What follows belongs to an exercise in optimizing a design on an open flow for small area; a production flow would make more cautious choices.
At most, simulation tests tie the RTL to the original design; equivalence was not proved.
The RTL of runs 1 and 2 was laid out without a check of its function.
Power and IR drop assume default switching activity.

==> flow/design.v <==
`default_nettype none
package tinyrv1_pkg;
  localparam logic [31:0] reset_pc = 32'h0000_0200;
  localparam int unsigned reg_aw  = 5;    
  localparam int unsigned rd_lsb  = 7;
  localparam int unsigned rs1_lsb = 15;
  localparam int unsigned rs2_lsb = 20;
  localparam logic [31:0] op_add  = 32'b0000000_?????_?????_000_?????_0110011;
  localparam logic [31:0] op_addi = 32'b????????????_?????_000_?????_0010011;
  localparam logic [31:0] op_mul  = 32'b0000001_?????_?????_000_?????_0110011;
  localparam logic [31:0] op_lw   = 32'b????????????_?????_010_?????_0000011;
  localparam logic [31:0] op_sw   = 32'b???????_?????_?????_010_?????_0100011;
  localparam logic [31:0] op_jal  = 32'b????????????????????_?????_1101111;
  localparam logic [31:0] op_jr   = 32'b000000000000_?????_000_00000_1100111;  
  localparam logic [31:0] op_bne  = 32'b???????_?????_?????_001_?????_1100011;
  typedef struct packed {
    logic add;
    logic addi;
    logic mul;
    logic lw;
    logic sw;
    logic jal;
    logic jr;
    logic bne;
  } op_class_t;
  typedef enum logic [1:0] {
    imm_i,
    imm_s,
    imm_j,
    imm_b
  } imm_type_e;
  typedef enum logic [1:0] {
    pc_plus4,
    pc_jal,    
    pc_jr,     
    pc_br      
  } pc_sel_e;
  typedef enum logic [1:0] {
    byp_rf,
    byp_x,
    byp_m,
    byp_w
  } byp_sel_e;
  typedef enum logic {wb_result, wb_load} wb_sel_e;
  typedef enum logic {res_alu, res_mul} result_sel_e;
  typedef enum logic {op2_rf, op2_imm} op2_sel_e;
  typedef enum logic {op1_rf, op1_pc} op1_sel_e;    
  typedef enum logic {mem_read, mem_write} mem_type_e;
endpackage
`default_nettype wire
`default_nettype none
import tinyrv1_pkg::*;
module proc_decode (
  input  logic [31:0]            inst,
  output tinyrv1_pkg::op_class_t cls
);
  always_comb begin
    cls = '0;
    casez (inst)
      op_add:  cls.add  = 1'b1;
      op_addi: cls.addi = 1'b1;
      op_mul:  cls.mul  = 1'b1;
      op_lw:   cls.lw   = 1'b1;
      op_sw:   cls.sw   = 1'b1;
      op_jal:  cls.jal  = 1'b1;
      op_jr:   cls.jr   = 1'b1;
      op_bne:  cls.bne  = 1'b1;
      default: ;
    endcase
  end
endmodule
`default_nettype wire
`default_nettype none
module proc_regfile (
  input  logic       clk,
  input  logic [4:0] raddr,
  output logic       rbit,
  input  logic       wen,
  input  logic [4:0] waddr,
  input  logic       wbit
);
  logic [31:0] tap;
  assign tap[0] = 1'b0;    
  for (genvar r = 1; r < 32; r++) begin : g_reg
    logic [31:0] q;
    always_ff @(posedge clk) begin
      q <= {(wen && waddr == 5'(r)) ? wbit : q[0], q[31:1]};
    end
    assign tap[r] = q[0];
  end
  assign rbit = tap[raddr];
endmodule
`default_nettype wire
`default_nettype none
import tinyrv1_pkg::*;
module proc (
  input  logic        clk,
  input  logic        rst,
  output logic        imemreq_val,
  output logic [31:0] imemreq_addr,
  input  logic [31:0] imemresp_data,
  output logic        dmemreq_val,
  output logic        dmemreq_type,    
  output logic [31:0] dmemreq_addr,
  output logic [31:0] dmemreq_wdata,
  input  logic [31:0] dmemresp_rdata
);
  logic [4:0]  ph;
  logic [1:0]  pass;
  logic        init;
  logic [31:0] r;
  logic [11:2] f;
  logic [31:0] s;
  logic [31:0] w;
  logic        cx;       
  logic        cp;       
  logic        diff;     
  logic [31:0] inst;
  tinyrv1_pkg::op_class_t cls;
  logic        last_ph;
  logic        first_ph;
  assign inst     = imemresp_data;
  assign last_ph  = (ph == 5'd31);
  assign first_ph = (ph == 5'd0);
  proc_decode decode_i (.inst(inst), .cls(cls));
  logic op_j;      
  logic op_b;      
  logic op_s;      
  logic op_r;      
  logic op_mul;    
  logic op_ld;     
  assign op_j   = inst[3];
  assign op_b   = inst[6];
  assign op_s   = inst[5] & !inst[4] & !inst[6];
  assign op_r   = inst[5] & inst[4];
  assign op_mul = op_r & inst[25];
  assign op_ld  = !inst[5] & !inst[4];
  logic a;         
  logic rs2_sel;
  logic pcb;       
  logic four;      
  logic imm;       
  logic wbit;
  logic wen;
  assign rs2_sel = pass == 2'd0 && inst[5] && !inst[2];    
  proc_regfile rf_i (
    .clk    (clk),
    .raddr  (rs2_sel ? inst[24:20] : inst[19:15]),
    .rbit   (a),
    .wen    (wen),
    .waddr  (inst[11:7]),
    .wbit   (wbit)
  );
  assign pcb  = r[0];
  assign four = (ph == 5'd2);
  logic [15:0] hiv;
  logic [7:0]  lov;
  logic [7:0]  jmv;
  logic        hi, lo, jm;
  logic        lt5, lt11, lt12, lt20, eq11;
  assign hiv = {4'b0, inst[31:20]};
  assign lov = {3'b0, inst[11:7]};
  assign jmv = {inst[15:12], inst[19:16]};
  assign hi  = hiv[ph[3:0]];
  assign lo  = lov[ph[2:0]];
  assign jm  = jmv[ph[2:0]];
  assign lt5  = ph < 5'd5;
  assign lt11 = ph < 5'd11;
  assign lt12 = ph < 5'd12;
  assign lt20 = ph < 5'd20;
  assign eq11 = ph == 5'd11;
  always_comb begin
    imm = inst[31];
    if (op_j) begin
      if (first_ph)  imm = 1'b0;
      else if (lt11) imm = hi;
      else if (eq11) imm = inst[20];
      else if (lt20) imm = jm;
    end else if (op_b) begin
      if (first_ph)  imm = 1'b0;
      else if (lt5)  imm = lo;
      else if (lt11) imm = hi;
      else if (eq11) imm = inst[7];
    end else if (op_s) begin
      if (lt5)       imm = lo;
      else if (lt12) imm = hi;
    end else begin
      if (lt12)      imm = hi;
    end
  end
  logic xa, xb, xsum, xco, xci;
  logic pb, psum, pco, pci;
  assign xa  = op_b ? pcb : a;
  assign xb  = op_r ? w[0] : op_b ? four : imm;
  assign xci = first_ph ? 1'b0 : cx;
  assign {xco, xsum} = xa + xb + xci;
  assign pb  = (cls.jal | pass[0]) ? imm : four;    
  assign pci = first_ph ? 1'b0 : cp;
  assign {pco, psum} = pcb + pb + pci;
  always_ff @(posedge clk) begin
    cx <= xco;
    cp <= pco;
  end
  logic taken;
  logic done;      
  logic mul_en;    
  assign taken = (first_ph ? 1'b0 : diff) | (a ^ w[0]);
  always_ff @(posedge clk) diff <= taken;
  always_comb begin
    if (init)
      done = 1'b1;
    else case (pass)
      2'd0:    done = !(cls.add | cls.sw | cls.lw | cls.mul | cls.bne);
      2'd1:    done = !op_b | taken;
      default: done = 1'b1;
    endcase
  end
  always_ff @(posedge clk) begin
    if (rst) begin
      ph   <= 5'd0;
      pass <= 2'd0;
      init <= 1'b1;
    end else begin
      ph <= ph + 5'd1;
      if (last_ph) begin
        pass <= done ? 2'd0 : pass + 2'd1;
        init <= 1'b0;
      end
    end
  end
  assign mul_en = !init && op_mul && pass == 2'd1;
  logic mul_out;
  always_comb begin
    wen  = 1'b0;
    wbit = xsum;
    if (!init) begin
      if (pass == 2'd0 && (cls.addi | cls.jal)) wen = 1'b1;
      if (pass == 2'd1 && op_r)    begin wen = 1'b1; wbit = op_mul ? mul_out : xsum; end
      if (pass == 2'd1 && !inst[5]) begin wen = 1'b1; wbit = dmemresp_rdata[ph]; end
    end
  end
  logic r_in;
  always_comb begin
    if (init)             r_in = (ph == 5'd9);    
    else if (cls.jr)      r_in = a & !first_ph;
    else if (pass == 2'd0) r_in = cls.bne ? r[0] : psum;
    else if (op_b)        r_in = pass[0] ? psum : s[0];
    else                  r_in = r[0];
  end
  always_ff @(posedge clk) begin
    r <= {r_in, r[31:1]};
  end
  always_ff @(posedge clk) begin
    if (last_ph && done) f <= r[12:3];
  end
  logic s_in;
  assign s_in = op_s ? ((pass == 2'd0) ? a : s[0]) : op_b ? xsum : 1'b0;
  localparam int NG = 3;
  localparam logic [23:0] GL = {6'd32, 6'd22, 6'd11, 6'd0};    
  logic [31:0] pp;
  logic [31:0] sig;
  logic [31:0] s_nx;
  logic [NG-1:0] ci;
  logic [NG-1:0] co;
  assign pp = (mul_en && a) ? w : 32'd0;
  always_comb begin
    logic cy;
    for (int g = 0; g < NG; g++) begin
      cy = (g == 0) ? 1'b0 : ci[g];
      for (int i = GL[6*g +: 6]; i < GL[6*(g+1) +: 6]; i++) begin
        sig[i] = s[i] ^ pp[i] ^ cy;
        cy     = (s[i] & pp[i]) | (s[i] & cy) | (pp[i] & cy);
      end
      co[g] = cy;
    end
  end
  always_comb begin
    s_nx = {s_in, sig[31:1]};
    for (int g = 0; g < NG - 1; g++)
      s_nx[GL[6*(g+1) +: 6] - 1] = sig[GL[6*(g+1) +: 6]] ^ co[g];
  end
  always_ff @(posedge clk) begin
    ci[0] <= 1'b0;
    for (int g = 1; g < NG; g++)
      ci[g] <= mul_en & sig[GL[6*g +: 6]] & co[g - 1];
  end
  assign mul_out = sig[0];
  always_ff @(posedge clk) begin
    s <= s_nx;
  end
  logic w_hold;
  logic w_in;
  assign w_hold = mul_en || (!init && op_ld && (pass == 2'd1 || last_ph));
  assign w_in   = rs2_sel ? a : xsum;
  always_ff @(posedge clk) begin
    if (!w_hold) w <= {w_in, w[31:1]};
  end
  assign imemreq_val  = 1'b1;
  assign imemreq_addr = {20'd0, f, 2'b00};
  assign dmemreq_val   = !init && pass == 2'd1 && ((op_s && last_ph) || op_ld);
  assign dmemreq_type  = inst[5];
  assign dmemreq_addr  = {w_in, w[31:1]};
  assign dmemreq_wdata = {s_in, s[31:1]};
endmodule
`default_nettype wire
==> flow/flow/run.sh <==
#!/bin/bash
# The standard layout (standard.sh), with two changes: the ports are
# buffered with the smallest buffer, and the clock tree uses clkbuf_8 leaf
# clusters of up to 20 flip-flops without dummy loads.
set -e
export BUFFER_PORTS_ARGS="-buffer_cell sky130_fd_sc_hd__buf_1"
export CTS_ARGS="-sink_clustering_enable -repair_clock_nets -dont_use_dummy_load -buf_list sky130_fd_sc_hd__clkbuf_8 -sink_clustering_size 16 -sink_clustering_max_diameter 60"
bash standard.sh > standard.log 2>&1
==> flow/standard.sh <==
#!/bin/bash
# synth_recipe.tcl (not shown) runs the flow's synth.tcl, then flattens the netlist and writes it again
# the make line also repeats each setting of config.mk as NAME=value (left out here)
make -C /OpenROAD-flow-scripts/flow DESIGN_CONFIG=/design/flow/config.mk WORK_HOME=/design/flow/orfs CLKGATE_MAP_FILE= SYNTH_SCRIPT=/design/flow/synth_recipe.tcl "${@:-finish}"
==> flow/config.mk <==
export PLATFORM = sky130hd
export DESIGN_NAME = proc
export DESIGN_NICKNAME = proc
export VERILOG_FILES = /design/flow/design.v
export SDC_FILE = /design/flow/constraint.sdc
export NUM_CORES = 4
export LEC_CHECK = 0
export CAP_MARGIN = 20
export CORE_MARGIN = 2
export CORE_UTILIZATION = 60
export SLEW_MARGIN = 20
==> flow/constraint.sdc <==
create_clock -name core_clock -period 10.0 [get_ports {clk}]
set_input_delay 2.0000 -clock core_clock [delete_from_list [all_inputs] [get_ports {clk}]]
set_output_delay 2.0000 -clock core_clock [all_outputs]
set_load 0.01 [all_outputs]
==> flow_metrics.env, run 1 <==
export IMPL_core_area_um2=44200
export IMPL_postCtsHoldBufs=0
export IMPL_p_switching_uw=1370
export IMPL_io_pins=165
export IMPL_insertion_delay_ps=660
export IMPL_setup_tns_ps=0
export IMPL_port_buffers=141
export IMPL_globalplace_congestion=0.805
export IMPL_maxSlewHeadroom_pct=37.9
export IMPL_ant_nets=0
export IMPL_cts_buffers=80
export IMPL_cp_data_arrival_time_ps=8630
export IMPL_grt_pass1_vias=10873
export IMPL_first_iter_violations=472
export IMPL_cp_end_kind="flop"
export IMPL_grt_total_usage_pct=16.9
export IMPL_most_common_layout_cells="dfxtp_1 (1,069), buf_1 (141), clkbuf_8 (80), nor2_1 (50), edfxtp_1 (42)"
export IMPL_firstDrtPassIters=5
export IMPL_rows=77
export IMPL_seq_area_frac_synth_pct=84.3
export IMPL_die_area_um2=46500
export IMPL_finalSetupViolations=0
export IMPL_die_y_um=216
export IMPL_post_route_cells_drive_above_1_share_pct=8.70
export IMPL_clock_skew_ps=53.9
export IMPL_status="finished clean"
export IMPL_hold_viol=0
export IMPL_avgViaCountPerCell=4.69
export IMPL_synthTopCellsByArea="dfxtp_1 (80%), edfxtp_1 (4.7%), buf_4 (2.5%)"
export IMPL_start_util_pct=60.8
export IMPL_worstSetupStartpointType="primary input"
export IMPL_crit_top_cell="fa_1"
export IMPL_p_seq_share_pct=68.4
export IMPL_crit_fanout=30
export IMPL_synthArstFlopShare_pct=0
export IMPL_cts_sinks=1111
export IMPL_clockRootBuffer="clkbuf_8"
export IMPL_maxSlewViolCount=0
export IMPL_synth_top_area_share_pct=79.6
export IMPL_die_x_um=216
export IMPL_grt_pass1_wl_mm=60.0
export IMPL_antenna_found_initial=1
export IMPL_swShare_pct=20.5
export IMPL_route_detailed_drc=0
export IMPL_max_cap_violations=0
export IMPL_yosys_area_top_type="dfxtp_1"
export IMPL_vias=10978
export IMPL_place_inst=2259
export IMPL_slowest_stage="buf_1"
export IMPL_crit_required_ps=10530
export IMPL_ys_flop_type="dfxtp_1"
export IMPL_internal_power_uw=5300
export IMPL_fillers=3124
export IMPL_dpl_hpwl_mm=24.9
export IMPL_cts_tree="built"
export IMPL_comb_power_share_pct=3.0
export IMPL_grt_setup_unrepaired="no"
export IMPL_final_nets=1855
export IMPL_path_cells="buf_1 -> mux4_2 -> mux2i_1 -> o21bai_1 -> a211oi_2 -> nor3_2 -> buf_4 -> nand2_1 -> fa_1 -> inv_1 -> fa_1 -> fa_1 -> fa_1 -> fa_1 -> fa_1 -> fa_1 -> fa_1 -> fa_1 -> fa_1 -> fa_1 -> xor2_1"
export IMPL_syn_to_final_growth_pct=6.39
export IMPL_max_freq_mhz=124
export IMPL_grt_max_degree=33
export IMPL_cts_resized=0
export IMPL_fin_cells=2343
export IMPL_tightest_slew_ps=932
export IMPL_fin_crit_ps=8090
export IMPL_ys_ff_latch=1111
export IMPL_cp_num_buf_inv=3
export IMPL_fin_hold_ws_ps=301
export IMPL_wl_per_cell_um=16.2
export IMPL_path_clk_slew_ps=100
export IMPL_syn_instance_count=1616
export IMPL_synth_yosys_warnings=11
export IMPL_post_cts_buffers=0
export IMPL_critPathTopFamily="adder cells"
export IMPL_clockBufferDepth=3
export IMPL_overflow=0
export IMPL_final_common_cell="dfxtp_1"
export IMPL_htreeDepth=3
export IMPL_peakVddDrop_mv=0.183
export IMPL_hp_class="flop to flop"
export IMPL_critPathKind="primary input to flop"
export IMPL_syn_area_um2=26900
export IMPL_synth_edf_count=42
export IMPL_pwr_share_clk_pct=28.6
export IMPL_yosysUniqueCellTypes=61
export IMPL_powerDensity_nw_per_um2=233
export IMPL_total_power_uw=6670
export IMPL_wirelength_mm=38.1
export IMPL_leakagePower_uw=0.0113
export IMPL_avgSynthCellArea_um2=16.6
export IMPL_post_route_period_util_pct=80.9
export IMPL_max_stage_delay_ps=680
## power by group through the flow
| stage | clock network (uW) | registers (uW) | logic, uW |
|---|---|---|---|
| global placement | 0 | 4670 | 200 |
| detailed placement | 0 | 4670 | 202 |
| CTS | 2000 | 4570 | 203 |
| finish | 1910 | 4560 | 201 |
| global route | 2150 | 4580 | 221 |
| floorplan | 0 | 4650 | 198 |
## cell type report
| type | instances | area [um^2] | share of cell area, % |
|---|---|---|---|
| antenna | 4 | 10.0 | 0.0350 |
| multi-input combinational | 392 | 3460 | 12.1 |
| timing repair buffer | 146 | 567 | 1.98 |
| tap | 592 | 741 | 2.59 |
| clock buffer | 80 | 1100 | 3.85 |
| inverter | 18 | 67.6 | 0.236 |
| sequential | 1111 | 22700 | 79.2 |
## cells by family after synthesis
kind of cell	Yosys count	share of synthesized area (%)
xor+xnor	6	0.195
flops	1111	84.3
fa+ha+maj	40	2.75
simple gates	176	3.51
compound gates	66	1.71
mux	81	4.35
other cells	2	0.0279
buf+inv	134	3.19
## metal layers
layer	global-route usage [%]	vias to the layer above	routed length, um
met5	0	-	0
met4	7.06	0	929
met3	3.69	62	2030
met2	24.5	269	16100
met1	24.8	5298	19000
li1	-	5349	-
## through the flow
stage	setup WS, ps	util (%)	area (um^2)
global placement	1210	62.2	27500
CTS	1860	64.7	28600
detailed placement	1120	62.2	27500
floorplan	2170	-	27000
finish	1910	64.7	28600
global route	1560	64.7	28600
## state kept, by name, indices dropped and copies added (netlist names)
name,cells
pass,2
f,10
r,32
diff,1
init,1
ph,5
s,32
w,32
ci,2
cx,1
rf_i.g.q,992
cp,1
## final timing paths
check             depth (start not counted)  slack (ps)                 start                   end
hold / removal                            0         300  rf_i.g_reg[20].q[25]  rf_i.g_reg[20].q[24]
hold reg to reg                           0         300  rf_i.g_reg[20].q[25]  rf_i.g_reg[20].q[24]
setup / recovery                         21        1910     imemresp_data[20]                 s[21]
setup reg to reg                         22        2690               pass[0]                 s[21]
## synthesized netlist by cell type (3+ instances only)
library cell	count
dfxtp_1	1069
buf_4	89
nor2_1	50
edfxtp_1	42
mux2_2	36
and2_1	32
fa_1	32
mux4_2	25
nand2_1	21
mux2i_1	20
inv_1	18
o21ai_0	18
clkbuf_1	14
nand3_1	13
buf_2	10
a21oi_1	9
ha_1	8
nor4_1	8
nand4_1	7
nor3_1	7
and3_1	6
nor2b_1	6
a211oi_1	5
a21o_1	5
nand3b_1	4
o211ai_1	4
nand2b_1	3
nand4b_1	3
nor3b_1	3
o21a_1	3
or3_1	3
xnor2_1	3
xor2_1	3
==> run 2: changes to the inputs <==
==> flow/flow/run.sh (replaced) <==
#!/bin/bash
# The standard layout (standard.sh), with two changes: the ports are
# buffered with the smallest buffer, and the clock tree uses clkbuf_8 leaf
# clusters of up to 20 flip-flops without dummy loads.
set -e
export BUFFER_PORTS_ARGS="-buffer_cell sky130_fd_sc_hd__buf_1"
export CTS_ARGS="-sink_clustering_enable -repair_clock_nets -dont_use_dummy_load -buf_list sky130_fd_sc_hd__clkbuf_8 -sink_clustering_size 20 -sink_clustering_max_diameter 80"
bash standard.sh > standard.log 2>&1
==> run 2 against run 1 <==
Register-to-register slack worse by 60 ps. Non-clock buffer count unchanged. Via count down 1.0%. Sequential power about the same. Clock skew rose by 37 ps. Design area down 0.63%. Die area did not move. Synthesized area stayed put. Clock-buffer cell count shrank 13. First-iteration DRC count grew 13%. Global-route usage shrank 0.19 points.
==> flow_metrics.env, run 2 <==
export IMPL_status="finished clean"
export IMPL_clockRootBuffer="clkbuf_8"
export IMPL_start_util_pct=60.8
export IMPL_powerDensity_nw_per_um2=230
export IMPL_io_pins=165
export IMPL_cts_sinks=1111
export IMPL_firstDrtPassIters=7
export IMPL_htreeDepth=3
export IMPL_syn_area_um2=26900
export IMPL_wirelength_mm=37.8
export IMPL_synth_edf_count=42
export IMPL_core_area_um2=44200
export IMPL_peakVddDrop_mv=0.171
export IMPL_leakagePower_uw=0.0112
export IMPL_final_nets=1842
export IMPL_avgViaCountPerCell=4.66
export IMPL_insertion_delay_ps=650
export IMPL_clockBufferDepth=3
export IMPL_route_detailed_drc=0
export IMPL_grt_setup_unrepaired="no"
export IMPL_crit_fanout=30
export IMPL_antenna_found_initial=1
export IMPL_postCtsHoldBufs=0
export IMPL_syn_to_final_growth_pct=5.73
export IMPL_synthArstFlopShare_pct=0
export IMPL_grt_max_degree=33
export IMPL_fin_hold_ws_ps=277
export IMPL_critPathKind="primary input to flop"
export IMPL_most_common_layout_cells="dfxtp_1 (1,069), buf_1 (141), clkbuf_8 (67), nor2_1 (50), edfxtp_1 (42)"
export IMPL_yosys_area_top_type="dfxtp_1"
export IMPL_die_y_um=216
export IMPL_overflow=0
export IMPL_crit_start="imemresp_data[15]"
export IMPL_cts_resized=0
export IMPL_synth_top_area_share_pct=79.6
export IMPL_post_route_cells_drive_above_1_share_pct=8.02
export IMPL_seq_area_frac_synth_pct=84.3
export IMPL_yosysMostFrequentCell="dfxtp_1"
export IMPL_synth_top_cells_by_count="dfxtp_1 (1,069), buf_4 (89), nor2_1 (50), edfxtp_1 (42), mux2_2 (36)"
export IMPL_fin_crit_ps=8120
export IMPL_port_buffers=141
export IMPL_crit_required_ps=10510
export IMPL_largest_register_ffs=992
export IMPL_die_x_um=216
export IMPL_cp_data_arrival_time_ps=8630
export IMPL_grt_pass1_vias=10765
export IMPL_ys_ff_latch=1111
export IMPL_wl_per_cell_um=16.2
export IMPL_grt_total_usage_pct=16.7
export IMPL_synthTopCellsByArea="dfxtp_1 (80%), edfxtp_1 (4.7%), buf_4 (2.5%)"
export IMPL_post_cts_buffers=0
export IMPL_rows=77
export IMPL_finalSetupViolations=0
export IMPL_tightest_slew_ps=918
export IMPL_cp_end_kind="flop"
export IMPL_setup_tns_ps=0
export IMPL_worstSetupStartpointType="primary input"
export IMPL_hold_viol=0
export IMPL_yosysUniqueCellTypes=61
export IMPL_path_clk_slew_ps=120
export IMPL_cts_buffers=67
export IMPL_vias=10865
export IMPL_ant_nets=0
export IMPL_max_freq_mhz=123
export IMPL_dpl_hpwl_mm=24.9
export IMPL_cts_tree="built"
export IMPL_fillers=3130
export IMPL_avgSynthCellArea_um2=16.6
export IMPL_die_area_um2=46500
export IMPL_syn_instance_count=1616
export IMPL_hp_class="flop to flop"
export IMPL_first_iter_violations=533
export IMPL_synth_yosys_warnings=11
export IMPL_regMostFlops="rf_i.g.q"
export IMPL_ys_flop_type="dfxtp_1"
export IMPL_post_route_period_util_pct=81.2
export IMPL_hold_start="r[15]"
export IMPL_maxSlewHeadroom_pct=38.8
export IMPL_maxSlewViolCount=0
export IMPL_grt_pass1_wl_mm=59.3
export IMPL_r2r_start="pass[0]"
export IMPL_max_cap_violations=0
export IMPL_clock_skew_ps=91.4
export IMPL_globalplace_congestion=0.805
export IMPL_final_common_cell="dfxtp_1"
==> run 2: final timing paths <==
path	to	slack [ps]	cells after the start
min reg2reg	r[14]	280	0
max	s[21]	1880	21
min	r[14]	280	0
max reg2reg	s[21]	2630	22
==> run 2: worst max-delay path: stages <==
cell and delay, ps:
buf_1 590, mux4_2 590, mux2i_1 230, o211ai_1 170, a211oi_2 340, nor3_2 90, buf_4 230, nand2_1 110
fa_1 160, inv_1 40, fa_1 370, fa_1 390, fa_1 380, fa_1 390, fa_1 380, fa_1 390
fa_1 410, fa_1 400, fa_1 390, fa_1 400, xor2_1 170
==> run 2: routing by layer <==
metal / global-route usage (%) / up-vias / routed length, um
li1: - / 5325 / -
met1: 24.7 / 5234 / 18900
met2: 24.5 / 243 / 16000
met3: 3.99 / 63 / 1990
met4: 5.54 / 0 / 884
met5: 0 / - / 0
==> run 2: power breakdown <==
part | internal, uW | switching, uW
logic | 72.2 | 128
registers | 4510 | 52.2
clock network | 608 | 1160
==> run 2: metrics by stage <==
step	total power, uW	area (um^2)	std cells	utilization, %	setup WS, ps
floorplan	4850	27000	1637	-	2170
global placement	4870	27500	2259	62.2	1210
detailed placement	4870	27500	2259	62.2	1120
CTS	6620	28400	2326	64.3	1830
global route	6800	28400	2327	64.3	1560
finish	6530	28400	2330	64.3	1880
==> run 2: cell type report <==
type / count / area [um^2] / area share [%]
flip-flops and latches: 1111 / 22700 / 79.7
multi-input cells: 392 / 3460 / 12.2
clock buffers: 67 / 922 / 3.24
well taps: 592 / 741 / 2.61
repair buffers: 146 / 567 / 1.99
inverters: 18 / 67.6 / 0.238
diodes: 4 / 10.0 / 0.0352
==> run 2: kinds of logic after synthesis <==
family,count (synthesis),synth area share (%)
buf+inv,134,3.19
compound gates,66,1.71
xor+xnor,6,0.195
mux,81,4.35
flops,1111,84.3
fa+ha+maj,40,2.75
simple gates,176,3.51
other cells,2,0.0279
==> run 3: changes to the inputs <==
--- a/flow/design.v
+++ b/flow/design.v
@@ -108,3 +108,3 @@
   logic [4:0]  ph;
-  logic [1:0]  pass;
+  logic [1:0]  pass;      
   logic        init;
@@ -220,12 +220,9 @@
       ph   <= 5'd0;
-      pass <= 2'd0;
-      init <= 1'b1;
+      pass <= 2'd3;
     end else begin
       ph <= ph + 5'd1;
-      if (last_ph) begin
-        pass <= done ? 2'd0 : pass + 2'd1;
-        init <= 1'b0;
-      end
+      if (last_ph) pass <= done ? 2'd0 : pass + 2'd1;
     end
   end
+  assign init = (pass == 2'd3);
   assign mul_en = !init && op_mul && pass == 2'd1;
==> run 3 against run 2 <==
Highest routed layer unchanged. Die area barely moved. Global-route usage rose by 0.30 points. Still clean. Register-to-register slack got worse by 260 ps. Largest cell class unchanged. Power barely moved. First-iteration DRC count increased by 27%. Non-clock buffer count is 7 higher. Largest power group unchanged. Sequential share of layout area down 0.14 points. Routed wire length rose by 0.92%. Clock-buffer cell count is 1 lower. Core utilization is 0.057 points higher. Flip-flop and latch count shrank 1.
==> flow_metrics.env, run 3 <==
export IMPL_wirelength_mm=38.1
export IMPL_globalplace_congestion=0.855
export IMPL_critPathKind="primary input to flop"
export IMPL_clockRootBuffer="clkbuf_8"
export IMPL_fin_crit_ps=8370
export IMPL_final_common_cell="dfxtp_1"
export IMPL_rows=77
export IMPL_post_route_period_util_pct=83.7
export IMPL_postCtsHoldBufs=0
export IMPL_ant_nets=0
export IMPL_cts_tree="built"
export IMPL_synth_yosys_warnings=11
export IMPL_synthArstFlopShare_pct=0
export IMPL_hold_start="rf_i.g_reg[7].q[15]"
export IMPL_clockBufferDepth=3
export IMPL_status="finished clean"
export IMPL_hold_viol=0
export IMPL_grt_setup_unrepaired="no"
export IMPL_multi_input_area_um2=3450
export IMPL_die_y_um=216
export IMPL_ys_ff_latch=1110
export IMPL_cts_sinks=1110
export IMPL_crit_fanout=17
export IMPL_final_nets=1847
export IMPL_htreeDepth=3
export IMPL_die_area_um2=46600
export IMPL_avgViaCountPerCell=4.72
export IMPL_overflow=0
export IMPL_path_clk_slew_ps=100
export IMPL_crit_required_ps=10440
export IMPL_antenna_found_initial=2
export IMPL_yosysUniqueCellTypes=67
export IMPL_p_switching_uw=1340
export IMPL_grt_max_degree=34
export IMPL_syn_instance_count=1621
export IMPL_die_x_um=216
export IMPL_regMostFlops="rf_i.g.q"
export IMPL_max_freq_mhz=119
export IMPL_port_buffers=141
export IMPL_max_stage_delay_ps=530
export IMPL_io_pins=165
export IMPL_synth_top_cells_by_count="dfxtp_1 (1,068), buf_4 (90), nand2_1 (44), edfxtp_1 (42)"
export IMPL_internal_power_uw=5190
export IMPL_clock_skew_ps=90.0
export IMPL_cp_end_kind="flop"
export IMPL_post_route_cells_drive_above_1_share_pct=7.88
export IMPL_avgSynthCellArea_um2=16.6
export IMPL_critPathTopFamily="adder cells"
export IMPL_tightest_slew_ps=1070
export IMPL_seq_area_frac_synth_pct=84.1
export IMPL_register_area_um2=22600
export IMPL_r2r_start="pass[0]"
export IMPL_leakagePower_uw=0.0113
export IMPL_worstSetupStartpointType="primary input"
export IMPL_powerDensity_nw_per_um2=229
export IMPL_core_area_um2=44200
export IMPL_cp_data_arrival_time_ps=8820
export IMPL_synth_top_area_share_pct=79.4
export IMPL_setup_tns_ps=0
export IMPL_crit_start="imemresp_data[5]"
export IMPL_synth_edf_count=42
export IMPL_cp_num_buf_inv=3
export IMPL_grt_pass1_wl_mm=61.0
export IMPL_ys_flop_type="dfxtp_1"
export IMPL_comb_power_share_pct=3.1
export IMPL_max_cap_violations=0
export IMPL_route_detailed_drc=0
export IMPL_hp_class="flop to flop"
export IMPL_peakVddDrop_mv=0.177
export IMPL_largest_register_ffs=992
export IMPL_syn_to_final_growth_pct=5.74
export IMPL_finalSetupViolations=0
export IMPL_pwr_share_clk_pct=27.0
export IMPL_insertion_delay_ps=660
export IMPL_crit_top_cell="fa_1"
export IMPL_firstDrtPassIters=5
export IMPL_yosys_area_top_type="dfxtp_1"
export IMPL_grt_total_usage_pct=17.0
export IMPL_fillers=3204
export IMPL_start_util_pct=60.9
export IMPL_syn_area_um2=26900
export IMPL_dpl_hpwl_mm=25.5
export IMPL_vias=11002
export IMPL_synthTopCellsByArea="dfxtp_1 (79%), edfxtp_1 (4.7%), buf_4 (2.5%)"
export IMPL_p_seq_share_pct=70.0
export IMPL_maxSlewHeadroom_pct=28.1
export IMPL_slowest_stage="o311ai_1"
export IMPL_total_power_uw=6530
export IMPL_cts_buffers=66
export IMPL_first_iter_violations=675
export IMPL_cts_resized=0
export IMPL_yosysMostFrequentCell="dfxtp_1"
export IMPL_wl_per_cell_um=16.4
export IMPL_swShare_pct=20.6
export IMPL_most_common_layout_cells="dfxtp_1 (1,068), buf_1 (141), clkbuf_8 (66), nand2_1 (44), edfxtp_1 (42)"
export IMPL_post_cts_buffers=0
export IMPL_grt_pass1_vias=11101
export IMPL_path_cells="buf_1 -> buf_4 -> nand3b_1 -> buf_4 -> a21boi_1 -> mux2_2 -> o311ai_1 -> o211ai_4 -> and3_1 -> ha_1 -> fa_1 -> fa_1 -> fa_1 -> fa_1 -> fa_1 -> fa_1 -> fa_1 -> fa_1 -> fa_1 -> fa_1 -> nor4b_1"
export IMPL_maxSlewViolCount=0
-- run 3: final cells by class --
| cell class | instances | area share [%] |
|---|---|---|
| antenna | 2 | 0.0176 |
| clock buffer | 66 | 3.19 |
| sequential | 1110 | 79.6 |
| tap | 592 | 2.60 |
| inverter | 24 | 0.317 |
| timing repair buffer | 153 | 2.18 |
| multi-input combinational | 385 | 12.1 |
-- run 3: final timing paths --
path | slack (ps) | end | cells after the start
worst max-delay path | 1630 | ci[1] | 21
worst min-delay path | 260 | rf_i.g_reg[7].q[14] | 0
worst max register to register | 2370 | ci[1] | 21
worst min register to register | 260 | rf_i.g_reg[7].q[14] | 0
-- run 3: per-layer routing --
layer / wire [um] / up-vias / track usage, %
li1: - / 5365 / -
met1: 18300 / 5300 / 24.5
met2: 16500 / 257 / 25.2
met3: 2160 / 80 / 4.03
met4: 1180 / 0 / 6.51
met5: 0 / - / 0
-- run 3: power groups by stage --
stage / clock network, uW / registers [uW] / logic, uW
2_1_floorplan: 0 / 4650 / 201
5_1_grt: 2000 / 4580 / 222
3_3_place_gp: 0 / 4670 / 202
3_5_place_dp: 0 / 4670 / 201
4_1_cts: 1840 / 4570 / 202
6_report: 1760 / 4570 / 200
-- run 3: kinds of logic after synthesis --
family / share of synthesized area [%]
AO/OA/AOI/OAI: 2.19
XOR/XNOR: 0.228
adder cells (fa/ha/maj): 2.80
buffers and inverters: 3.36
flip-flops: 84.1
multiplexers: 3.94
other: 0.0279
AND/OR/NAND/NOR: 3.33
-- run 3: per-stage QoR --
step,cell area (um^2),util [%],hold slack (ps),std cells,setup WS (ps)
2_1_floorplan,27000,-,310,1642,1860
6_report,28500,64.4,264,2332,1630
4_1_cts,28500,64.3,262,2330,1720
3_5_place_dp,27500,62.3,312,2264,1140
3_3_place_gp,27500,62.3,310,2264,1210
5_1_grt,28500,64.3,267,2331,1430
==> run 4: changes to the inputs <==
==> flow/flow/run.sh (replaced) <==
#!/bin/bash
# The standard layout (standard.sh), with two changes: the ports are
# buffered with the smallest buffer, and the clock tree uses clkbuf_8 leaf
# clusters of up to 20 flip-flops without dummy loads.
set -e
export BUFFER_PORTS_ARGS="-buffer_cell sky130_fd_sc_hd__buf_1"
export CTS_ARGS="-sink_clustering_enable -repair_clock_nets -dont_use_dummy_load -buf_list sky130_fd_sc_hd__clkbuf_8 -sink_clustering_size 22 -sink_clustering_max_diameter 70"
bash standard.sh > standard.log 2>&1
==> run 4 against run 3 <==
Power down 1.6%. Clock skew up 26 ps. Non-clock buffer count unchanged. Worst setup slack better by 76 ps. First-iteration DRC count down 7.9%. Hold slack worse by 7.2 ps. Clock-buffer cell count down 8. Synthesized cell count unchanged. Critical path type unchanged. Largest cell class unchanged.
==> flow_metrics.env, run 4 <==
export IMPL_status="finished clean"
export IMPL_hold_start="rf_i.g_reg[3].q[3]"
export IMPL_core_area_um2=44200
export IMPL_clock_skew_ps=116
export IMPL_cts_sinks=1110
export IMPL_hp_class="flop to flop"
export IMPL_p_seq_share_pct=71.1
export IMPL_grt_pass1_wl_mm=60.2
export IMPL_synth_edf_count=42
export IMPL_cts_buffers=58
export IMPL_fin_crit_ps=8290
export IMPL_powerDensity_nw_per_um2=227
export IMPL_cts_tree="built"
export IMPL_p_switching_uw=1310
export IMPL_yosysMostFrequentCell="dfxtp_1"
export IMPL_setup_tns_ps=0
export IMPL_post_route_period_util_pct=82.9
export IMPL_comb_power_share_pct=3.1
export IMPL_fillers=3215
export IMPL_postCtsHoldBufs=0
export IMPL_maxSlewHeadroom_pct=28.9
export IMPL_ant_nets=0
export IMPL_htreeDepth=2
export IMPL_tightest_slew_ps=1060
export IMPL_r2r_cells=21
export IMPL_path_clk_slew_ps=120
export IMPL_synthTopCellsByArea="dfxtp_1 (79%), edfxtp_1 (4.7%), buf_4 (2.5%)"
export IMPL_final_util_pct=64.1
export IMPL_met3_length_mm=1.74
export IMPL_ys_ff_latch=1110
export IMPL_register_area_um2=22600
export IMPL_synthArstFlopShare_pct=0
export IMPL_leakagePower_uw=0.0113
export IMPL_whs_endpoint="rf_i.g_reg[3].q[2]"
export IMPL_grt_setup_unrepaired="no"
export IMPL_final_nets=1839
export IMPL_post_cts_buffers=0
export IMPL_route_detailed_drc=0
export IMPL_pre_cts_ws_ps=1140
export IMPL_cp_data_arrival_time_ps=8790
export IMPL_internal_power_uw=5110
export IMPL_vias=10956
export IMPL_clockBufferDepth=3
export IMPL_overflow=0
export IMPL_critPathKind="primary input to flop"
export IMPL_dpl_hpwl_mm=25.5
export IMPL_syn_to_final_growth_pct=5.34
export IMPL_avgViaCountPerCell=4.71
export IMPL_max_freq_mhz=121
export IMPL_grt_total_usage_pct=16.7
export IMPL_syn_instance_count=1621
export IMPL_insertion_delay_ps=680
export IMPL_crit_fanout=17
export IMPL_worstSetupStartpointType="primary input"
export IMPL_finalSetupViolations=0
export IMPL_r2r_start="pass[0]"
export IMPL_clockRootBuffer="clkbuf_8"
export IMPL_met1_length_mm=18.5
export IMPL_grt_max_degree=34
export IMPL_maxSlewViolCount=0
export IMPL_avgSynthCellArea_um2=16.6
export IMPL_r2r_end="ci[1]"
export IMPL_firstDrtPassIters=6
export IMPL_cts_resized=0
export IMPL_wl_per_cell_um=16.3
export IMPL_seq_area_frac_synth_pct=84.1
export IMPL_pwr_share_clk_pct=25.8
export IMPL_start_util_pct=60.9
export IMPL_synth_top_cells_by_count="dfxtp_1 (1,068), buf_4 (90), nand2_1 (44), edfxtp_1 (42)"
export IMPL_fin_hold_ws_ps=257
export IMPL_multi_input_area_um2=3450
export IMPL_crit_required_ps=10500
export IMPL_port_buffers=141
export IMPL_crit_start="imemresp_data[5]"
export IMPL_reg2reg_slack_ps=2420
export IMPL_min_path_cells=0
export IMPL_grt_pass1_vias=11034
export IMPL_fin_cells=2325
export IMPL_largest_register_ffs=992
export IMPL_final_common_cell="dfxtp_1"
export IMPL_most_common_layout_cells="dfxtp_1 (1,068), buf_1 (141), clkbuf_8 (58), nand2_1 (44), edfxtp_1 (42)"
export IMPL_io_pins=165
export IMPL_fin_ws_ps=1710
export IMPL_yosys_area_top_type="dfxtp_1"
export IMPL_die_x_um=216
export IMPL_die_y_um=216
export IMPL_post_route_cells_drive_above_1_share_pct=7.46
export IMPL_hold_viol=0
export IMPL_place_inst=2264
export IMPL_synth_yosys_warnings=11
export IMPL_peakVddDrop_mv=0.194
export IMPL_die_area_um2=46600
export IMPL_rows=77
export IMPL_ys_flop_type="dfxtp_1"
export IMPL_synth_top_area_share_pct=79.4
export IMPL_regMostFlops="rf_i.g.q"
export IMPL_cp_end_kind="flop"
export IMPL_wl_met2_mm=16.1
export IMPL_yosysUniqueCellTypes=67
export IMPL_globalplace_congestion=0.855
export IMPL_syn_area_um2=26900
export IMPL_antenna_found_initial=3
export IMPL_swShare_pct=20.4
export IMPL_max_cap_violations=0
export IMPL_wirelength_mm=37.8
export IMPL_highest_layer="met4"
export IMPL_first_iter_violations=622
==> run 4: cell counts after synthesis <==
No cell type changed its count.
==> run 4: cell families after synthesis <==
logic type	synth area share, %
compound gates	2.19
buf+inv	3.36
other cells	0.0279
simple gates	3.33
xor+xnor	0.228
flops	84.1
mux	3.94
fa+ha+maj	2.80
==> run 4: layout make-up <==
cell class,instances,share of cell area [%]
Sequential cell,1110,79.9
Multi-Input combinational cell,385,12.2
Clock buffer,58,2.82
Tap cell,592,2.61
Timing Repair Buffer,153,2.18
Inverter,24,0.318
Antenna cell,3,0.0265
==> run 4: per-stage QoR <==
step / cell area (um^2) / power (uW)
5_1_grt: 28300 / 6690
4_1_cts: 28300 / 6510
6_report: 28300 / 6420
2_1_floorplan: 27000 / 4850
3_5_place_dp: 27500 / 4870
3_3_place_gp: 27500 / 4870
==> run 4: worst max-delay path by stage <==
stage,endpoint,slack (ps),depth (start not counted)
after floorplan,s[21],1860,21
after global placement,ci[1],1210,21
after detailed placement,ci[1],1140,21
after CTS,ci[1],1820,21
after global routing,ci[1],1500,21
final,ci[1],1710,21
==> run 4: worst max-delay path, stage by stage <==
cell and delay [ps]:
buf_1 70, buf_4 210, nand3b_1 90, buf_4 210, a21boi_1 370, mux2_2 390
o311ai_1 530, o211ai_4 320, and3_1 290, ha_1 180, fa_1 390, fa_1 410
fa_1 400, fa_1 400, fa_1 400, fa_1 390, fa_1 390, fa_1 390
fa_1 390, fa_1 400, nor4b_1 160
==> run 4: layer usage <==
layer | global-route usage, % | vias up
met3 | 2.82 | 91
met4 | 7.47 | 0
met5 | 0 | -
met2 | 24.8 | 253
li1 | - | 5359
met1 | 24.4 | 5253
==> run 4: power by group through the flow <==
| stage | registers, uW | clock network, uW | logic, uW |
|---|---|---|---|
| 2_1_floorplan | 4650 | 0 | 201 |
| 3_3_place_gp | 4670 | 0 | 202 |
| 3_5_place_dp | 4670 | 0 | 201 |
| 4_1_cts | 4570 | 1730 | 202 |
| 5_1_grt | 4580 | 1880 | 222 |
| 6_report | 4570 | 1650 | 200 |
==> run 5: changes to the inputs <==
--- a/flow/design.v
+++ b/flow/design.v
@@ -82,2 +82,10 @@
   logic [31:0] tap;
+  logic [3:0] hi;
+  logic [7:0] lo;
+  for (genvar j = 0; j < 4; j++) begin : g_hi
+    assign hi[j] = (waddr[4:3] == 2'(j));
+  end
+  for (genvar k = 0; k < 8; k++) begin : g_lo
+    assign lo[k] = wen && (waddr[2:0] == 3'(k));
+  end
   assign tap[0] = 1'b0;    
@@ -86,3 +94,3 @@
     always_ff @(posedge clk) begin
-      q <= {(wen && waddr == 5'(r)) ? wbit : q[0], q[31:1]};
+      q <= {(hi[r / 8] && lo[r % 8]) ? wbit : q[0], q[31:1]};
     end
==> flow/flow/run.sh (replaced) <==
#!/bin/bash
# The standard layout (standard.sh), with two changes: the ports are
# buffered with the smallest buffer, and the clock tree uses clkbuf_8 leaf
# clusters of up to 20 flip-flops without dummy loads.
set -e
export BUFFER_PORTS_ARGS="-buffer_cell sky130_fd_sc_hd__buf_1"
export CTS_ARGS="-sink_clustering_enable -repair_clock_nets -dont_use_dummy_load -buf_list sky130_fd_sc_hd__clkbuf_8 -sink_clustering_size 20 -sink_clustering_max_diameter 80"
bash standard.sh > standard.log 2>&1
==> run 5 against run 4 <==
Still clean. Sequential power is essentially flat. Clock skew is 25 ps lower. Maximum frequency is 0.27% lower. Routed wire length shrank 3.1%. Critical endpoint unchanged. Highest routed layer unchanged.
==> flow_metrics.env, run 5 <==
export IMPL_final_nets=1838
export IMPL_ys_flop_type="dfxtp_1"
export IMPL_hold_viol=0
export IMPL_yosysMostFrequentCell="dfxtp_1"
export IMPL_path_cells="buf_1 -> buf_4 -> and3b_1 -> mux2i_1 -> a221oi_1 -> a221oi_1 -> a22oi_1 -> a31oi_2 -> and2_1 -> ha_1 -> fa_1 -> fa_1 -> fa_1 -> fa_1 -> fa_1 -> fa_1 -> fa_1 -> fa_1 -> fa_1 -> fa_1 -> nor3b_1"
export IMPL_met1_length_mm=18.6
export IMPL_die_y_um=216
export IMPL_hp_class="flop to flop"
export IMPL_first_iter_violations=541
export IMPL_cp_data_arrival_time_ps=8870
export IMPL_wirelength_mm=36.6
export IMPL_grt_pass1_wl_mm=58.2
export IMPL_synth_top_area_share_pct=79.7
export IMPL_clock_skew_ps=90.7
export IMPL_most_common_layout_cells="dfxtp_1 (1,068), buf_1 (141), clkbuf_8 (61), nand2_1 (58), edfxtp_1 (42)"
export IMPL_yosys_area_top_type="dfxtp_1"
export IMPL_path_clk_slew_ps=120
export IMPL_grt_total_usage_pct=16.2
export IMPL_reg2reg_slack_ps=2310
export IMPL_postCtsHoldBufs=0
export IMPL_hold_start="rf_i.g_reg[13].q[5]"
export IMPL_whs_endpoint="rf_i.g_reg[13].q[4]"
export IMPL_crit_fanout=13
export IMPL_antenna_found_initial=1
export IMPL_post_route_period_util_pct=83.2
export IMPL_finalSetupViolations=0
export IMPL_wl_per_cell_um=15.8
export IMPL_core_area_um2=44200
export IMPL_cp_num_buf_inv=2
export IMPL_final_common_cell="dfxtp_1"
export IMPL_post_cts_buffers=0
export IMPL_syn_to_final_growth_pct=5.38
export IMPL_htreeDepth=2
export IMPL_min_path_cells=0
export IMPL_avgViaCountPerCell=4.63
export IMPL_synth_top_cells_by_count="dfxtp_1 (1,068), buf_4 (89), nand2_1 (58), edfxtp_1 (42)"
export IMPL_grt_setup_unrepaired="no"
export IMPL_slowest_stage="and3b_1"
export IMPL_cts_sinks=1110
export IMPL_critPathKind="primary input to flop"
export IMPL_die_x_um=216
export IMPL_final_area_um2=28300
export IMPL_worstSetupStartpointType="primary input"
export IMPL_port_buffers=141
export IMPL_syn_instance_count=1618
export IMPL_cts_buffers=61
export IMPL_fin_crit_ps=8320
export IMPL_cts_resized=0
export IMPL_synth_yosys_warnings=11
export IMPL_fillers=3206
export IMPL_syn_area_um2=26800
export IMPL_max_freq_mhz=120
export IMPL_die_area_um2=46400
export IMPL_route_detailed_drc=0
export IMPL_maxSlewHeadroom_pct=46.9
export IMPL_dpl_hpwl_mm=24.3
export IMPL_ant_nets=0
export IMPL_rows=77
export IMPL_grt_max_degree=33
export IMPL_tightest_slew_ps=795
export IMPL_firstDrtPassIters=4
export IMPL_cp_end_kind="flop"
export IMPL_leakagePower_uw=0.0112
export IMPL_regMostFlops="rf_i.g.q"
export IMPL_powerDensity_nw_per_um2=227
export IMPL_synthArstFlopShare_pct=0
export IMPL_overflow=0
export IMPL_clockRootBuffer="clkbuf_8"
export IMPL_maxSlewViolCount=0
export IMPL_synthTopCellsByArea="dfxtp_1 (80%), edfxtp_1 (4.7%), buf_4 (2.5%)"
export IMPL_largest_register_ffs=992
export IMPL_crit_top_cell="fa_1"
export IMPL_met3_length_mm=1.66
export IMPL_r2r_cells=21
export IMPL_synth_edf_count=42
export IMPL_post_route_cells_drive_above_1_share_pct=7.17
export IMPL_dpl_cell_area_um2=27400
export IMPL_setup_tns_ps=0
export IMPL_r2r_end="ci[1]"
export IMPL_crit_required_ps=10550
export IMPL_globalplace_congestion=0.819
export IMPL_yosysUniqueCellTypes=64
export IMPL_clockBufferDepth=3
export IMPL_max_stage_delay_ps=550
export IMPL_r2r_start="pass[0]"
export IMPL_vias=10750
export IMPL_highest_layer="met4"
export IMPL_peakVddDrop_mv=0.180
export IMPL_grt_pass1_vias=10584
export IMPL_insertion_delay_ps=700
export IMPL_start_util_pct=60.7
export IMPL_seq_area_frac_synth_pct=84.4
export IMPL_io_pins=165
export IMPL_status="finished clean"
export IMPL_cts_tree="built"
export IMPL_avgSynthCellArea_um2=16.6
export IMPL_ys_ff_latch=1110
export IMPL_critPathTopFamily="adder cells"
export IMPL_max_cap_violations=0
export IMPL_wl_met2_mm=15.4
==> run 5: changes by cell type in the layout (fill, tap and decap cells not counted), moves of 6 or more <==
cell and delta:
inv_1 -12, nor2_1 +6, nand2_1 +14, mux4_2 -8, and2_1 +30, and3_1 -28
==> run 5: worst reg2reg max path, cell delays in order (launching register included) <==
cell and delay (ps):
dfxtp_1 540, inv_1 90, ha_1 340, nand3b_2 390, mux2i_4 470, mux2i_1 290, a221oi_1 120, a22oi_1 370
a31oi_2 370, and2_1 290, ha_1 180, fa_1 380, fa_1 400, fa_1 390, fa_1 380, fa_1 400
fa_1 410, fa_1 400, fa_1 410, fa_1 390, fa_1 410, nor3b_1 150
==> run 5: per-layer routing <==
metal / track usage [%] / up-vias
li1: - / 5303
met1: 24.0 / 5155
met2: 23.9 / 226
met3: 3.09 / 66
met4: 6.02 / 0
met5: 0 / -
==> run 5: layout make-up <==
| type | instances | area (um^2) | share of cell area, % |
|---|---|---|---|
| diodes | 2 | 5.00 | 0.0177 |
| clock buffers | 61 | 840 | 2.97 |
| inverters | 12 | 45.0 | 0.159 |
| multi-input cells | 398 | 3430 | 12.1 |
| flip-flops and latches | 1110 | 22600 | 80.1 |
| well taps | 592 | 741 | 2.62 |
| repair buffers | 148 | 582 | 2.06 |
==> run 5: how the worst max path moves through the flow <==
stage	depth (start not counted)	slack, ps	startpoint	to
floorplan	21	2000	imemresp_data[5]	ci[1]
global placement	21	1100	imemresp_data[5]	ci[1]
detailed placement	21	1040	imemresp_data[5]	ci[1]
CTS	21	1760	imemresp_data[5]	ci[1]
global route	21	1290	imemresp_data[5]	s[10]
finish	21	1680	imemresp_data[5]	ci[1]
==> run 5: where the power goes <==
part	total (uW)	internal (uW)	switching (uW)
clock network	1700	549	1150
logic	177	66.5	110
registers	4550	4500	46.5
total	6430	5120	1310
==> run 5: cells by family (layout without fill, tap and decap cells) <==
| logic type | count (synthesis) | count (layout) | share of synthesized area [%] |
|---|---|---|---|
| multiplexers | 75 | 75 | 3.90 |
| buffers and inverters | 131 | 221 | 3.24 |
| AO/OA/AOI/OAI | 64 | 64 | 1.70 |
| XOR/XNOR | 7 | 7 | 0.228 |
| AND/OR/NAND/NOR | 188 | 188 | 3.74 |
| flip-flops | 1110 | 1110 | 84.4 |
| adder cells (fa/ha/maj) | 41 | 41 | 2.81 |
| other | 2 | 25 | 0.0280 |
==> run 5: through the flow <==
step	worst slack (ps)	power [uW]	util (%)	instances	hold slack, ps
2_1_floorplan	2000	4820	-	1639	310
3_3_place_gp	1100	4830	62.0	2260	310
3_5_place_dp	1040	4830	62.0	2260	312
4_1_cts	1760	6500	63.9	2321	282
5_1_grt	1290	6680	63.9	2321	291
6_report	1680	6430	64.0	2323	277
==> run 6: changes to the inputs <==
--- a/flow/design.v
+++ b/flow/design.v
@@ -163,2 +163,4 @@
   assign four = (ph == 5'd2);
+  logic        fmt_j, fmt_b, fmt_s;
+  logic        b11, z0;
   logic [15:0] hiv;
@@ -167,4 +169,9 @@
   logic        hi, lo, jm;
-  logic        lt5, lt11, lt12, lt20, eq11;
-  assign hiv = {4'b0, inst[31:20]};
+  logic        use_lo, use_jm;
+  assign fmt_j = op_j;
+  assign fmt_b = op_b & !op_j;
+  assign fmt_s = op_s & !op_b & !op_j;
+  assign b11 = fmt_j ? inst[20] : fmt_b ? inst[7] : inst[31];
+  assign z0  = inst[20] & !fmt_j & !fmt_b;
+  assign hiv = {{4{inst[31]}}, b11, inst[30:21], z0};
   assign lov = {3'b0, inst[11:7]};
@@ -174,26 +181,5 @@
   assign jm  = jmv[ph[2:0]];
-  assign lt5  = ph < 5'd5;
-  assign lt11 = ph < 5'd11;
-  assign lt12 = ph < 5'd12;
-  assign lt20 = ph < 5'd20;
-  assign eq11 = ph == 5'd11;
-  always_comb begin
-    imm = inst[31];
-    if (op_j) begin
-      if (first_ph)  imm = 1'b0;
-      else if (lt11) imm = hi;
-      else if (eq11) imm = inst[20];
-      else if (lt20) imm = jm;
-    end else if (op_b) begin
-      if (first_ph)  imm = 1'b0;
-      else if (lt5)  imm = lo;
-      else if (lt11) imm = hi;
-      else if (eq11) imm = inst[7];
-    end else if (op_s) begin
-      if (lt5)       imm = lo;
-      else if (lt12) imm = hi;
-    end else begin
-      if (lt12)      imm = hi;
-    end
-  end
+  assign use_lo = (fmt_s | fmt_b) && ph < 5'd5 && !(fmt_b && first_ph);
+  assign use_jm = fmt_j && ph >= 5'd12 && ph < 5'd20;
+  assign imm    = use_lo ? lo : use_jm ? jm : ph[4] ? inst[31] : hi;
   logic xa, xb, xsum, xco, xci;
==> run 6 against run 5 <==
Still clean. Power up 1.1%. Design area shrank 0.39%. Routed wire length decreased by 0.88%. Sequential share of layout area grew 0.31 points. Flip-flop and latch count is the same. Synthesized area down 0.50%. Synthesized cell count decreased by 0.68%. Sequential power rose by 1%. Clock power about the same. Die area is 0.49% lower. Via count down 0.72%. Critical path type unchanged.
==> flow_metrics.env, run 6 <==
export IMPL_path_cells="buf_1 -> mux4_2 -> nand4_1 -> nand4_1 -> a2111oi_4 -> nor3_2 -> and2_1 -> ha_1 -> fa_1 -> fa_1 -> fa_1 -> fa_1 -> fa_1 -> fa_1 -> fa_1 -> fa_1 -> fa_1 -> fa_1 -> nor4b_1"
export IMPL_htreeDepth=2
export IMPL_synthArstFlopShare_pct=0
export IMPL_rows=77
export IMPL_worstSetupStartpointType="primary input"
export IMPL_hp_class="flop to flop"
export IMPL_regMostFlops="rf_i.g.q"
export IMPL_ys_flop_type="dfxtp_1"
export IMPL_grt_pass1_wl_mm=57.9
export IMPL_first_iter_violations=486
export IMPL_postCtsHoldBufs=0
export IMPL_cts_buffers=61
export IMPL_setup_tns_ps=0
export IMPL_final_nets=1826
export IMPL_cp_end_kind="flop"
export IMPL_ant_nets=0
export IMPL_globalplace_congestion=0.827
export IMPL_synth_yosys_warnings=11
export IMPL_synth_edf_count=42
export IMPL_synth_top_area_share_pct=80.1
export IMPL_path_clk_slew_ps=120
export IMPL_leakagePower_uw=0.0111
export IMPL_finalSetupViolations=0
export IMPL_dpl_hpwl_mm=23.9
export IMPL_peakVddDrop_mv=0.189
export IMPL_max_freq_mhz=121
export IMPL_pre_cts_ws_ps=1060
export IMPL_maxSlewViolCount=0
export IMPL_internal_power_uw=5150
export IMPL_pwr_share_clk_pct=26.0
export IMPL_critPathKind="primary input to flop"
export IMPL_critPathTopFamily="adder cells"
export IMPL_seq_area_frac_synth_pct=84.8
export IMPL_synthTopCellsByArea="dfxtp_1 (80%), edfxtp_1 (4.7%), buf_4 (2.5%)"
export IMPL_tightest_slew_ps=861
export IMPL_yosysMostFrequentCell="dfxtp_1"
export IMPL_ys_ff_latch=1110
export IMPL_clockBufferDepth=3
export IMPL_grt_setup_unrepaired="no"
export IMPL_max_stage_delay_ps=590
export IMPL_comb_power_share_pct=3.2
export IMPL_final_common_cell="dfxtp_1"
export IMPL_clock_skew_ps=81.3
export IMPL_clockRootBuffer="clkbuf_8"
export IMPL_fin_cells=2312
export IMPL_firstDrtPassIters=5
export IMPL_status="finished clean"
export IMPL_die_y_um=215
export IMPL_cts_sinks=1110
export IMPL_grt_total_usage_pct=16.1
export IMPL_powerDensity_nw_per_um2=231
export IMPL_largest_register_ffs=992
export IMPL_avgViaCountPerCell=4.62
export IMPL_slowest_stage="mux4_2"
export IMPL_avgSynthCellArea_um2=16.6
export IMPL_place_inst=2248
export IMPL_max_cap_violations=0
export IMPL_io_pins=165
export IMPL_route_detailed_drc=0
export IMPL_most_common_layout_cells="dfxtp_1 (1,068), buf_1 (141), nand2_1 (62), clkbuf_8 (61), edfxtp_1 (42)"
export IMPL_syn_instance_count=1607
export IMPL_die_area_um2=46200
export IMPL_cts_tree="built"
export IMPL_crit_fanout=15
export IMPL_synth_top_cells_by_count="dfxtp_1 (1,068), buf_4 (88), nand2_1 (62), edfxtp_1 (42), fa_1 (32)"
export IMPL_cp_data_arrival_time_ps=8750
export IMPL_crit_required_ps=10500
export IMPL_syn_area_um2=26700
export IMPL_maxSlewHeadroom_pct=42.5
export IMPL_post_route_cells_drive_above_1_share_pct=7.40
export IMPL_port_buffers=141
export IMPL_swShare_pct=20.7
export IMPL_insertion_delay_ps=700
export IMPL_fin_ws_ps=1750
export IMPL_crit_top_cell="fa_1"
export IMPL_die_x_um=215
export IMPL_wl_per_cell_um=15.7
export IMPL_cp_num_buf_inv=1
export IMPL_yosys_area_top_type="dfxtp_1"
export IMPL_p_switching_uw=1340
export IMPL_overflow=0
export IMPL_p_seq_share_pct=70.7
export IMPL_yosysUniqueCellTypes=53
export IMPL_wirelength_mm=36.3
export IMPL_start_util_pct=60.7
export IMPL_grt_max_degree=32
export IMPL_vias=10673
export IMPL_core_area_um2=44000
export IMPL_cts_resized=0
export IMPL_fin_crit_ps=8250
export IMPL_post_cts_buffers=0
export IMPL_grt_pass1_vias=10556
export IMPL_syn_to_final_growth_pct=5.50
export IMPL_hold_viol=0
export IMPL_post_route_period_util_pct=82.5
export IMPL_antenna_found_initial=1
[run 6: cell types whose count changed in the layout (fill, tap and decap cells not counted), sizes merged, moves of 5 or more]
cell	previous run	this run
a21oi	9	14
nand4	4	10
mux4	17	25
mux2i	22	12
mux2	36	31
nand3	14	7
nand2b	2	8
inv	12	18
[run 6: cells by family after synthesis]
| group | synth area share (%) |
|---|---|
| AO/OA/AOI/OAI | 1.51 |
| multiplexers | 3.87 |
| AND/OR/NAND/NOR | 3.57 |
| other | 0.0281 |
| XOR/XNOR | 0.230 |
| flip-flops | 84.8 |
| adder cells (fa/ha/maj) | 2.82 |
| buffers and inverters | 3.20 |
[run 6: power groups by stage]
stage | combinational (uW) | clock, uW | sequential, uW
2_1_floorplan | 217 | 0 | 4670
3_5_place_dp | 209 | 0 | 4700
3_3_place_gp | 208 | 0 | 4700
5_1_grt | 229 | 1930 | 4610
6_report | 208 | 1690 | 4600
4_1_cts | 210 | 1780 | 4600
[run 6: final cells by class]
type,instances,area (um^2)
tap,592,741
multi-input combinational,381,3300
sequential,1110,22600
fill,3202,15900
inverter,18,67.6
timing repair buffer,147,574
antenna,3,7.51
clock buffer,61,840
[run 6: worst reg2reg max path, delay by kind of cell (launching register included)]
kind	cells	cell delay, ps
and+or+nand+nor	5	950
muxes	2	620
adders and majority gates	12	4450
AOI/OAI and AO/OA	1	550
buffers and inverters	2	330
DFF	1	410
[run 6: through the flow]
| stage | area [um^2] | total power, uW | hold WS, ps | util (%) |
|---|---|---|---|---|
| finish | 28200 | 6500 | 267 | 64.0 |
| floorplan | 26800 | 4880 | 310 | - |
| global placement | 27300 | 4910 | 310 | 62.1 |
| CTS | 28200 | 6580 | 257 | 64.0 |
| global route | 28200 | 6770 | 246 | 64.0 |
| detailed placement | 27300 | 4910 | 312 | 62.1 |
[run 6: worst paths after layout]
path,from,to,slack [ps],depth (start not counted)
max,imemresp_data[15],ci[1],1750,19
min,rf_i.g_reg[24].q[2],rf_i.g_reg[24].q[1],270,0
max reg2reg,pass[0],ci[1],2560,22
min reg2reg,rf_i.g_reg[24].q[2],rf_i.g_reg[24].q[1],270,0
[run 6: routing by layer]
layer / vias up / part of all wire [%] / track usage (%)
met5: - / 0 / 0
met2: 204 / 42 / 23.8
met4: 0 / 1.9 / 4.60
met3: 60 / 4.8 / 3.57
met1: 5166 / 51 / 24.1
li1: 5243 / - / -

[afterwards: timing with drivers on the ports]
The results above use ideal ports. As a check the final layouts listed here were re-extracted and re-timed, cells and wires unchanged. Step 1 sets driving cells, clkbuf_16 on the clock port and buf_2 on the other inputs (assumed; they add their load-dependent delay and slew). Step 2 times the ports against the registers' clock, not the clock port: input delays grow and output delays shrink by t, the midpoint of the rising clock arrivals with the driver on. a / b / c = ideal / step 1 / step 2; a / b = the first two.
run | t (ns) | setup WS [ns] | worst setup path after step 2 | latest minus earliest clock arrival (ns) | worst slew at a driven data input, ns
run 1 | 0.679 | 1.909 / 1.888 / 1.208 | input to register | 0.055 / 0.055 | 0.09
run 2 | 0.659 | 1.879 / 1.860 / 1.200 | input to register | 0.093 / 0.093 | 0.09
run 3 | 0.673 | 1.629 / 1.657 / 0.984 | input to register | 0.091 / 0.090 | 0.09
run 4 | 0.674 | 1.705 / 1.731 / 1.057 | input to register | 0.116 / 0.116 | 0.09
run 5 | 0.708 | 1.683 / 1.704 / 0.996 | input to register | 0.092 / 0.092 | 0.08
run 6 | 0.707 | 1.745 / 1.716 / 1.009 | input to register | 0.084 / 0.084 | 0.10
After both steps every run listed still meets setup and hold. For run 6, which loses most, drivers alone change the setup slack by -0.029 ns; drivers and shift together by -0.736 ns.
